Source: an optimization exercise on an open RTL-to-GDS flow (aim: a short achievable clock period and few clock cycles). Production flows keep margins and buffers that such runs may drop. At most, simulation tests tie the RTL to the original design; equivalence was not proved. Power and IR drop assume default switching activity.

==> inputs of build 8 <==
==> flow/design.v (excerpt) <==
module mipsPipe (
	input  logic clk,
	input  logic reset,
	output logic [32-1:0] imemAddr,
	input  logic [32-1:0] imemData,
	output logic [32-1:0] dmemAddr,
	output logic [32-1:0] dmemWdata,
	output logic dmemWe,
	input  logic [32-1:0] dmemRdata
);
export LEC_CHECK = 0
export ABC_CLOCK_PERIOD_IN_PS = 2500
export CAP_MARGIN = 20
export CORE_MARGIN = 2
export CORE_UTILIZATION = 40
export SETUP_SLACK_MARGIN = 4.3
export SLEW_MARGIN = 20
create_clock -name core_clock -period 7.0 [get_ports {clk}]
run.sh (not shown) runs the stock make flow with config.mk's settings and CLKGATE_MAP_FILE= SYNTH_SCRIPT=/design/flow/synth_recipe.tcl, a recipe that flattens the netlist after the stock synthesis.
==> trial 50 (differences from build 8) <==
--- a/flow/design.v
+++ b/flow/design.v
@@ -208,12 +208,15 @@
 	logic [31:2] pc;
 	logic seqF;
 	logic dValid;
 	logic [31:0] dInstr;
 	logic [31:2] dPcPlus4;
-	logic [31:2] dBTarget;
+	logic [31:2] bTargetD;
+	logic [31:2] dPc;
+	logic dFetchedTaken;
 	logic dPred;
+	logic redirectD;
 	logic eRegWrite, eMemToReg, eMemWrite, eBranch;
 	logic eSub, eSelArith, eSelAnd, eSelOr, eSelSlt;
 	logic ePred;
 	logic [31:0] eA, eB, eOpBx;
 	logic [31:2] eRecover;
@@ -222,88 +225,95 @@
 	logic [31:0] mAlu, mWData;
 	logic [4:0] mWReg;
 	logic loadStall;
 	logic redirectE;
 	logic [31:0] aluE;
-	logic [31:2] pcPlus4F, pcMinus4F, jTargetF, bTargetF, seqNextF, fstTargetF;
-	logic jumpF, beqF, predF, fstHitF;
-	logic [31:0] immF;
+	logic [31:2] pcPlus4F, pcMinus4F, jTargetF, seqNextF, fstTargetF;
+	logic jumpF, fstHitF;
 	assign imemAddr = {pc, 2'b00};
 	assign jumpF = imemData[31:26] == 6'b000010;
-	assign beqF = imemData[31:26] == 6'b000100;
-	assign immF = {{16{imemData[15]}}, imemData[15:0]};
 	prefixAdd #(.W(30)) incF (.a(pc), .b(30'd0), .cin(1'b1), .s(pcPlus4F));
-	prefixAdd #(.W(30)) brAddF (.a(pc), .b(immF[29:0]), .cin(1'b1), .s(bTargetF));
 	prefixAdd #(.W(30)) decF (.a(pc), .b('1), .cin(1'b0), .s(pcMinus4F));
 	assign jTargetF = {pcPlus4F[31:28], imemData[25:0]};
-	assign predF = beqF && ((imemData[25:21] == imemData[20:16]) || imemData[15]);
 	logic fstValid [FST_N];
+	logic fstTaken [FST_N];
 	logic [31:2] fstKey [FST_N];
 	logic [31:2] fstTarget [FST_N];
 	logic [FST_LOG-1:0] fstPtr;
 	logic [FST_N-1:0] fstHitVec;
+	logic fstTakenF;
+	logic installFold, installTaken;
 	always_comb begin
 		fstTargetF = '0;
+		fstTakenF = 1'b0;
 		for (int i = 0; i < FST_N; i++) begin
 			fstHitVec[i] = fstValid[i] && fstKey[i] == pc;
 			fstTargetF = fstTargetF | ({30{fstHitVec[i]}} & fstTarget[i]);
+			fstTakenF = fstTakenF | (fstHitVec[i] & fstTaken[i]);
 		end
 	end
 	assign fstHitF = |fstHitVec;
 	assign seqNextF = fstHitF ? fstTargetF : pcPlus4F;
 	always_ff @(posedge clk) begin
 		if (reset) begin
 			pc <= '0;
 		end else if (redirectE) begin
 			pc <= eRecover;
 		end else if (!loadStall) begin
-			if (jumpF) begin
+			if (redirectD) begin
+				pc <= bTargetD;
+			end else if (jumpF) begin
 				pc <= jTargetF;
-			end else if (predF) begin
-				pc <= bTargetF;
 			end else begin
 				pc <= seqNextF;
 			end
 		end
 	end
 	always_ff @(posedge clk) begin
 		if (reset || redirectE) begin
 			seqF <= 1'b0;
 		end else if (!loadStall) begin
-			seqF <= !jumpF && !predF && !fstHitF;
+			seqF <= !redirectD && !jumpF && !fstHitF;
 		end
 	end
+	assign installFold = jumpF && seqF && !loadStall && !(dValid && dPred);
+	assign installTaken = redirectD && !redirectE;
 	always_ff @(posedge clk) begin
 		if (reset) begin
 			fstPtr <= '0;
 			for (int i = 0; i < FST_N; i++) begin
 				fstValid[i] <= 1'b0;
 			end
-		end else if (jumpF && seqF && !loadStall) begin
+		end else if (installFold || installTaken) begin
 			fstValid[fstPtr] <= 1'b1;
 			fstPtr <= fstPtr + 1'b1;
 		end
 	end
 	always_ff @(posedge clk) begin
-		if (jumpF && seqF && !loadStall) begin
+		if (installTaken) begin
+			fstKey[fstPtr] <= dPc;
+			fstTarget[fstPtr] <= bTargetD;
+			fstTaken[fstPtr] <= 1'b1;
+		end else if (installFold) begin
 			fstKey[fstPtr] <= pcMinus4F;
 			fstTarget[fstPtr] <= jTargetF;
+			fstTaken[fstPtr] <= 1'b0;
 		end
 	end
 	always_ff @(posedge clk) begin
 		if (reset || redirectE) begin
 			dValid <= 1'b0;
 		end else if (!loadStall) begin
-			dValid <= !jumpF;
+			dValid <= !jumpF && !redirectD;
 		end
 	end
 	always_ff @(posedge clk) begin
 		if (!loadStall) begin
 			dInstr <= imemData;
 			dPcPlus4 <= pcPlus4F;
-			dBTarget <= bTargetF;
-			dPred <= predF;
+			dPc <= pc;
+			dFetchedTaken <= fstTakenF;
 		end
 	end
 	logic [4:0] rsD, rtD, wRegD;
 	logic regWriteD, memToRegD, memWriteD, branchD, aluSrcD, subD;
 	logic selArithD, selAndD, selOrD, selSltD, usesRtD;
@@ -340,10 +350,13 @@
 	);
 	assign srcAD = (mRegWrite && mWReg == rsD) ? resultM : rfA;
 	assign srcBD = (mRegWrite && mWReg == rtD) ? resultM : rfB;
 	assign immD = {{16{dInstr[15]}}, dInstr[15:0]};
 	assign opBD = aluSrcD ? immD : (subD ? ~srcBD : srcBD);
+	prefixAdd #(.W(30)) brAddD (.a(dPcPlus4), .b(immD[29:0]), .cin(1'b0), .s(bTargetD));
+	assign dPred = branchD && ((rsD == rtD) || dInstr[15]);
+	assign redirectD = dPred && !dFetchedTaken && !loadStall;
 	assign fwdAE = eRegWrite && eWReg == rsD;
 	assign fwdBE = eRegWrite && eWReg == rtD;
 	assign loadStall = dValid && eMemToReg && ((eWReg == rsD) || (usesRtD && eWReg == rtD));
 	always_ff @(posedge clk) begin
 		if (reset || redirectE || loadStall) begin
@@ -364,11 +377,11 @@
 		eSelAnd <= selAndD;
 		eSelOr <= selOrD;
 		eSelSlt <= selSltD;
 		eWReg <= wRegD;
 		ePred <= dPred;
-		eRecover <= dPred ? dPcPlus4 : dBTarget;
+		eRecover <= dPred ? dPcPlus4 : bTargetD;
 		eA <= fwdAE ? aluE : srcAD;
 		eB <= fwdBE ? aluE : srcBD;
 		if (fwdBE && !aluSrcD) begin
 			eOpBx <= subD ? ~aluE : aluE;
 		end else begin
==> flow/config.mk (replaced) <==
export PLATFORM = sky130hd
export DESIGN_NAME = mipsPipe
export DESIGN_NICKNAME = mipsPipe
export VERILOG_FILES = /design/flow/design.v
export SDC_FILE = /design/flow/constraint.sdc
export NUM_CORES = 4
export LEC_CHECK = 0
export ABC_CLOCK_PERIOD_IN_PS = 2500
export CAP_MARGIN = 35
export CORE_MARGIN = 2
export CORE_UTILIZATION = 55
export SETUP_SLACK_MARGIN = 4.0
export SLEW_MARGIN = 35
==> build 24 (differences from build 8) <==
--- a/flow/design.v
+++ b/flow/design.v
@@ -147,52 +147,24 @@
 	assign usesRt = isR || isSw || isBeq;
 endmodule
 `timescale 1ns/10ps
 module aluUnit (
 	input  logic [32-1:0] a,
-	input  logic [32-1:0] bx,
+	input  logic [32-1:0] b,
 	input  logic sub,
 	input  logic selArith,
 	input  logic selAnd,
 	input  logic selOr,
 	input  logic selSlt,
 	output logic [32-1:0] y
 );
 	logic [32-1:0] sum;
 	logic lt;
-	prefixAdd #(.W(32)) adder (.a(a), .b(bx), .cin(sub), .s(sum));
-	assign lt = (a[31] == bx[31]) ? a[31] : sum[31];
-	assign y = ({32{selArith}} & sum) | ({32{selAnd}} & (a & bx)) |
-		({32{selOr}} & (a | bx)) | {31'd0, selSlt & lt};
-endmodule
-module prefixAdd #(
-	parameter int W = 30,
-	parameter int L = 5
-) (
-	input  logic [W-1:0] a,
-	input  logic [W-1:0] b,
-	input  logic cin,
-	output logic [W-1:0] s
-);
-	logic [W-1:0] p0;
-	logic [W-1:0] gl [L+1];
-	logic [W-1:0] pl [L+1];
-	assign p0 = a ^ b;
-	assign gl[0] = {a[W-1:1] & b[W-1:1], (a[0] & b[0]) | (p0[0] & cin)};
-	assign pl[0] = p0;
-	for (genvar k = 0; k < L; k++) begin : level
-		for (genvar i = 0; i < W; i++) begin : bitPos
-			if (i >= (1 << k)) begin : combine
-				assign gl[k+1][i] = gl[k][i] | (pl[k][i] & gl[k][i - (1 << k)]);
-				assign pl[k+1][i] = pl[k][i] & pl[k][i - (1 << k)];
-			end else begin : pass
-				assign gl[k+1][i] = gl[k][i];
-				assign pl[k+1][i] = pl[k][i];
-			end
-		end
-	end
-	assign s = p0 ^ {gl[L][W-2:0], cin};
+	assign sum = a + (sub ? ~b : b) + {31'd0, sub};
+	assign lt = (a[31] != b[31]) ? a[31] : sum[31];
+	assign y = ({32{selArith}} & sum) | ({32{selAnd}} & (a & b)) |
+		({32{selOr}} & (a | b)) | {31'd0, selSlt & lt};
 endmodule
 `timescale 1ns/10ps
 module mipsPipe (
 	input  logic clk,
 	input  logic reset,
@@ -201,94 +173,36 @@
 	output logic [32-1:0] dmemAddr,
 	output logic [32-1:0] dmemWdata,
 	output logic dmemWe,
 	input  logic [32-1:0] dmemRdata
 );
-	localparam int FST_LOG = 3;
-	localparam int FST_N = 1 << FST_LOG;
-	logic [31:2] pc;
-	logic seqF;
+	logic [31:0] pc;
+	logic [31:0] pcPlus4F;
+	logic jumpF;
 	logic dValid;
 	logic [31:0] dInstr;
-	logic [31:2] dPcPlus4;
-	logic [31:2] dBTarget;
-	logic dPred;
+	logic [31:0] dPcPlus4;
 	logic eRegWrite, eMemToReg, eMemWrite, eBranch;
-	logic eSub, eSelArith, eSelAnd, eSelOr, eSelSlt;
-	logic ePred;
-	logic [31:0] eA, eB, eOpBx;
-	logic [31:2] eRecover;
+	logic eAluSrc, eSub, eSelArith, eSelAnd, eSelOr, eSelSlt;
+	logic eFwdA, eFwdB;
+	logic [31:0] eA, eB, eImm, eBrTarget;
 	logic [4:0] eWReg;
 	logic mRegWrite, mMemToReg, mMemWrite;
 	logic [31:0] mAlu, mWData;
 	logic [4:0] mWReg;
 	logic loadStall;
 	logic redirectE;
-	logic [31:0] aluE;
-	logic [31:2] pcPlus4F, pcMinus4F, jTargetF, bTargetF, seqNextF, fstTargetF;
-	logic jumpF, beqF, predF, fstHitF;
-	logic [31:0] immF;
-	assign imemAddr = {pc, 2'b00};
+	assign imemAddr = pc;
+	assign pcPlus4F = pc + 32'd4;
 	assign jumpF = imemData[31:26] == 6'b000010;
-	assign beqF = imemData[31:26] == 6'b000100;
-	assign immF = {{16{imemData[15]}}, imemData[15:0]};
-	prefixAdd #(.W(30)) incF (.a(pc), .b(30'd0), .cin(1'b1), .s(pcPlus4F));
-	prefixAdd #(.W(30)) brAddF (.a(pc), .b(immF[29:0]), .cin(1'b1), .s(bTargetF));
-	prefixAdd #(.W(30)) decF (.a(pc), .b('1), .cin(1'b0), .s(pcMinus4F));
-	assign jTargetF = {pcPlus4F[31:28], imemData[25:0]};
-	assign predF = beqF && ((imemData[25:21] == imemData[20:16]) || imemData[15]);
-	logic fstValid [FST_N];
-	logic [31:2] fstKey [FST_N];
-	logic [31:2] fstTarget [FST_N];
-	logic [FST_LOG-1:0] fstPtr;
-	logic [FST_N-1:0] fstHitVec;
-	always_comb begin
-		fstTargetF = '0;
-		for (int i = 0; i < FST_N; i++) begin
-			fstHitVec[i] = fstValid[i] && fstKey[i] == pc;
-			fstTargetF = fstTargetF | ({30{fstHitVec[i]}} & fstTarget[i]);
-		end
-	end
-	assign fstHitF = |fstHitVec;
-	assign seqNextF = fstHitF ? fstTargetF : pcPlus4F;
 	always_ff @(posedge clk) begin
 		if (reset) begin
 			pc <= '0;
 		end else if (redirectE) begin
-			pc <= eRecover;
-		end else if (!loadStall) begin
-			if (jumpF) begin
-				pc <= jTargetF;
-			end else if (predF) begin
-				pc <= bTargetF;
-			end else begin
-				pc <= seqNextF;
-			end
-		end
-	end
-	always_ff @(posedge clk) begin
-		if (reset || redirectE) begin
-			seqF <= 1'b0;
+			pc <= eBrTarget;
 		end else if (!loadStall) begin
-			seqF <= !jumpF && !predF && !fstHitF;
-		end
-	end
-	always_ff @(posedge clk) begin
-		if (reset) begin
-			fstPtr <= '0;
-			for (int i = 0; i < FST_N; i++) begin
-				fstValid[i] <= 1'b0;
-			end
-		end else if (jumpF && seqF && !loadStall) begin
-			fstValid[fstPtr] <= 1'b1;
-			fstPtr <= fstPtr + 1'b1;
-		end
-	end
-	always_ff @(posedge clk) begin
-		if (jumpF && seqF && !loadStall) begin
-			fstKey[fstPtr] <= pcMinus4F;
-			fstTarget[fstPtr] <= jTargetF;
+			pc <= jumpF ? {pcPlus4F[31:28], imemData[25:0], 2'b00} : pcPlus4F;
 		end
 	end
 	always_ff @(posedge clk) begin
 		if (reset || redirectE) begin
 			dValid <= 1'b0;
@@ -298,19 +212,16 @@
 	end
 	always_ff @(posedge clk) begin
 		if (!loadStall) begin
 			dInstr <= imemData;
 			dPcPlus4 <= pcPlus4F;
-			dBTarget <= bTargetF;
-			dPred <= predF;
 		end
 	end
 	logic [4:0] rsD, rtD, wRegD;
 	logic regWriteD, memToRegD, memWriteD, branchD, aluSrcD, subD;
 	logic selArithD, selAndD, selOrD, selSltD, usesRtD;
-	logic [31:0] rfA, rfB, srcAD, srcBD, immD, resultM, opBD;
-	logic fwdAE, fwdBE;
+	logic [31:0] rfA, rfB, srcAD, srcBD, immD, resultM;
 	assign rsD = dInstr[25:21];
 	assign rtD = dInstr[20:16];
 	controlUnit ctl (
 		.instr(dInstr),
 		.valid(dValid),
@@ -339,14 +250,12 @@
 		.readDataB(rfB)
 	);
 	assign srcAD = (mRegWrite && mWReg == rsD) ? resultM : rfA;
 	assign srcBD = (mRegWrite && mWReg == rtD) ? resultM : rfB;
 	assign immD = {{16{dInstr[15]}}, dInstr[15:0]};
-	assign opBD = aluSrcD ? immD : (subD ? ~srcBD : srcBD);
-	assign fwdAE = eRegWrite && eWReg == rsD;
-	assign fwdBE = eRegWrite && eWReg == rtD;
-	assign loadStall = dValid && eMemToReg && ((eWReg == rsD) || (usesRtD && eWReg == rtD));
+	assign loadStall = dValid && eMemToReg &&
+		((eWReg == rsD) || (usesRtD && eWReg == rtD));
 	always_ff @(posedge clk) begin
 		if (reset || redirectE || loadStall) begin
 			eRegWrite <= 1'b0;
 			eMemToReg <= 1'b0;
 			eMemWrite <= 1'b0;
@@ -357,37 +266,39 @@
 			eMemWrite <= memWriteD;
 			eBranch <= branchD;
 		end
 	end
 	always_ff @(posedge clk) begin
+		eAluSrc <= aluSrcD;
 		eSub <= subD;
 		eSelArith <= selArithD;
 		eSelAnd <= selAndD;
 		eSelOr <= selOrD;
 		eSelSlt <= selSltD;
+		eFwdA <= eRegWrite && eWReg == rsD;
+		eFwdB <= eRegWrite && eWReg == rtD;
+		eA <= srcAD;
+		eB <= srcBD;
+		eImm <= immD;
+		eBrTarget <= dPcPlus4 + {immD[29:0], 2'b00};
 		eWReg <= wRegD;
-		ePred <= dPred;
-		eRecover <= dPred ? dPcPlus4 : dBTarget;
-		eA <= fwdAE ? aluE : srcAD;
-		eB <= fwdBE ? aluE : srcBD;
-		if (fwdBE && !aluSrcD) begin
-			eOpBx <= subD ? ~aluE : aluE;
-		end else begin
-			eOpBx <= opBD;
-		end
 	end
+	logic [31:0] aE, bE, opBE, aluE;
+	assign aE = eFwdA ? mAlu : eA;
+	assign bE = eFwdB ? mAlu : eB;
+	assign opBE = eAluSrc ? eImm : bE;
 	aluUnit alu (
-		.a(eA),
-		.bx(eOpBx),
+		.a(aE),
+		.b(opBE),
 		.sub(eSub),
 		.selArith(eSelArith),
 		.selAnd(eSelAnd),
 		.selOr(eSelOr),
 		.selSlt(eSelSlt),
 		.y(aluE)
 	);
-	assign redirectE = eBranch && ((eA == eB) != ePred);
+	assign redirectE = eBranch && (aE == bE);
 	always_ff @(posedge clk) begin
 		if (reset) begin
 			mRegWrite <= 1'b0;
 			mMemToReg <= 1'b0;
 			mMemWrite <= 1'b0;
@@ -397,11 +308,11 @@
 			mMemWrite <= eMemWrite;
 		end
 	end
 	always_ff @(posedge clk) begin
 		mAlu <= aluE;
-		mWData <= eB;
+		mWData <= bE;
 		mWReg <= eWReg;
 	end
 	assign dmemAddr = mAlu;
 	assign dmemWdata = mWData;
 	assign dmemWe = mMemWrite;
==> flow/config.mk (replaced) <==
export PLATFORM = sky130hd
export DESIGN_NAME = mipsPipe
export DESIGN_NICKNAME = mipsPipe
export VERILOG_FILES = /design/flow/design.v
export SDC_FILE = /design/flow/constraint.sdc
export NUM_CORES = 4
export LEC_CHECK = 0
export CAP_MARGIN = 20
export CORE_MARGIN = 2
export CORE_UTILIZATION = 40
export SLEW_MARGIN = 20
==> impl_results.md <==
- Status: timing/DRC/antenna clean
- Full die area: 157000 µm²
- Pint: 19.6 mW
- Met2 Use GR: 59.1%
- Footprint of the multi-input gates: 33500 µm²
- Clk tree area frac: 5.55%
- Clock Power Share: 37.3%
- Min Hold Slack: 360 ps
- Slew margin rel.: 28.1%
- Pwr Density: 246 nW/µm²
- Tapcells: 2030
- Clock Power: 9.89 mW
[end of results for trial 50]
==> impl_results.md <==
- Footprint of the multi-input gates: 32900 µm²
- Max Slew Vio Count: 3
- Clock Power: 10.6 mW
- Status: finished with violations
- Layout Check Fails: max-capacitance violations, max-slew violations
- Total of max-cap violations: 1
[end of results for build 8]
==> impl_results.md <==
- Slew margin rel.: 18.7%
- Tapcells: 2030
- Pwr Density: 278 nW/µm²
- Met2 Use GR: 36.2%
- Min Hold Slack: 350 ps
- Clock Power: 7.35 mW
- Status: timing/DRC/antenna clean
[end of results for build 24]
Testbench counts of build 8, summed over its fixed seeds: cycles 113,996.
For trial 50 and build 24, only the layout was checked, not whether the RTL still works.

afterwards: timing with drivers on the ports:
The flow's constraints put no driver on any port. The routed layouts listed below were extracted and timed again, unchanged, in two steps.
Step 1, drivers: a clkbuf_16 drives clk and a buf_2 each remaining input, both assumed.
Step 2 moves the port delays by t, midway between the first and last clock arrival at a register: inputs arrive t later, outputs are due t later. That takes back most of the time a late clock gives input paths.
Slacks: ideal ports / drivers / drivers and shift; pairs: ideal ports / drivers.
run | t (ns) | setup slack, ns | hold WS [ns] | worst data-port slew with drivers (ns) | pins driven straight from the clock port
build 8 | 0.946 | 2.927 / 2.927 / 2.067 | 0.352 / 0.352 / 0.352 | 0.09 | 1
trial 50 | 0.939 | 3.297 / 3.297 / 2.767 | 0.360 / 0.360 / 0.360 | 0.08 | 1
build 24 | 0.849 | 2.189 / 2.189 / 2.189 | 0.350 / 0.350 / 0.350 | 0.13 | 1
For build 8, which loses most, drivers alone change the setup slack by 0.000 ns; drivers and shift together by -0.860 ns.
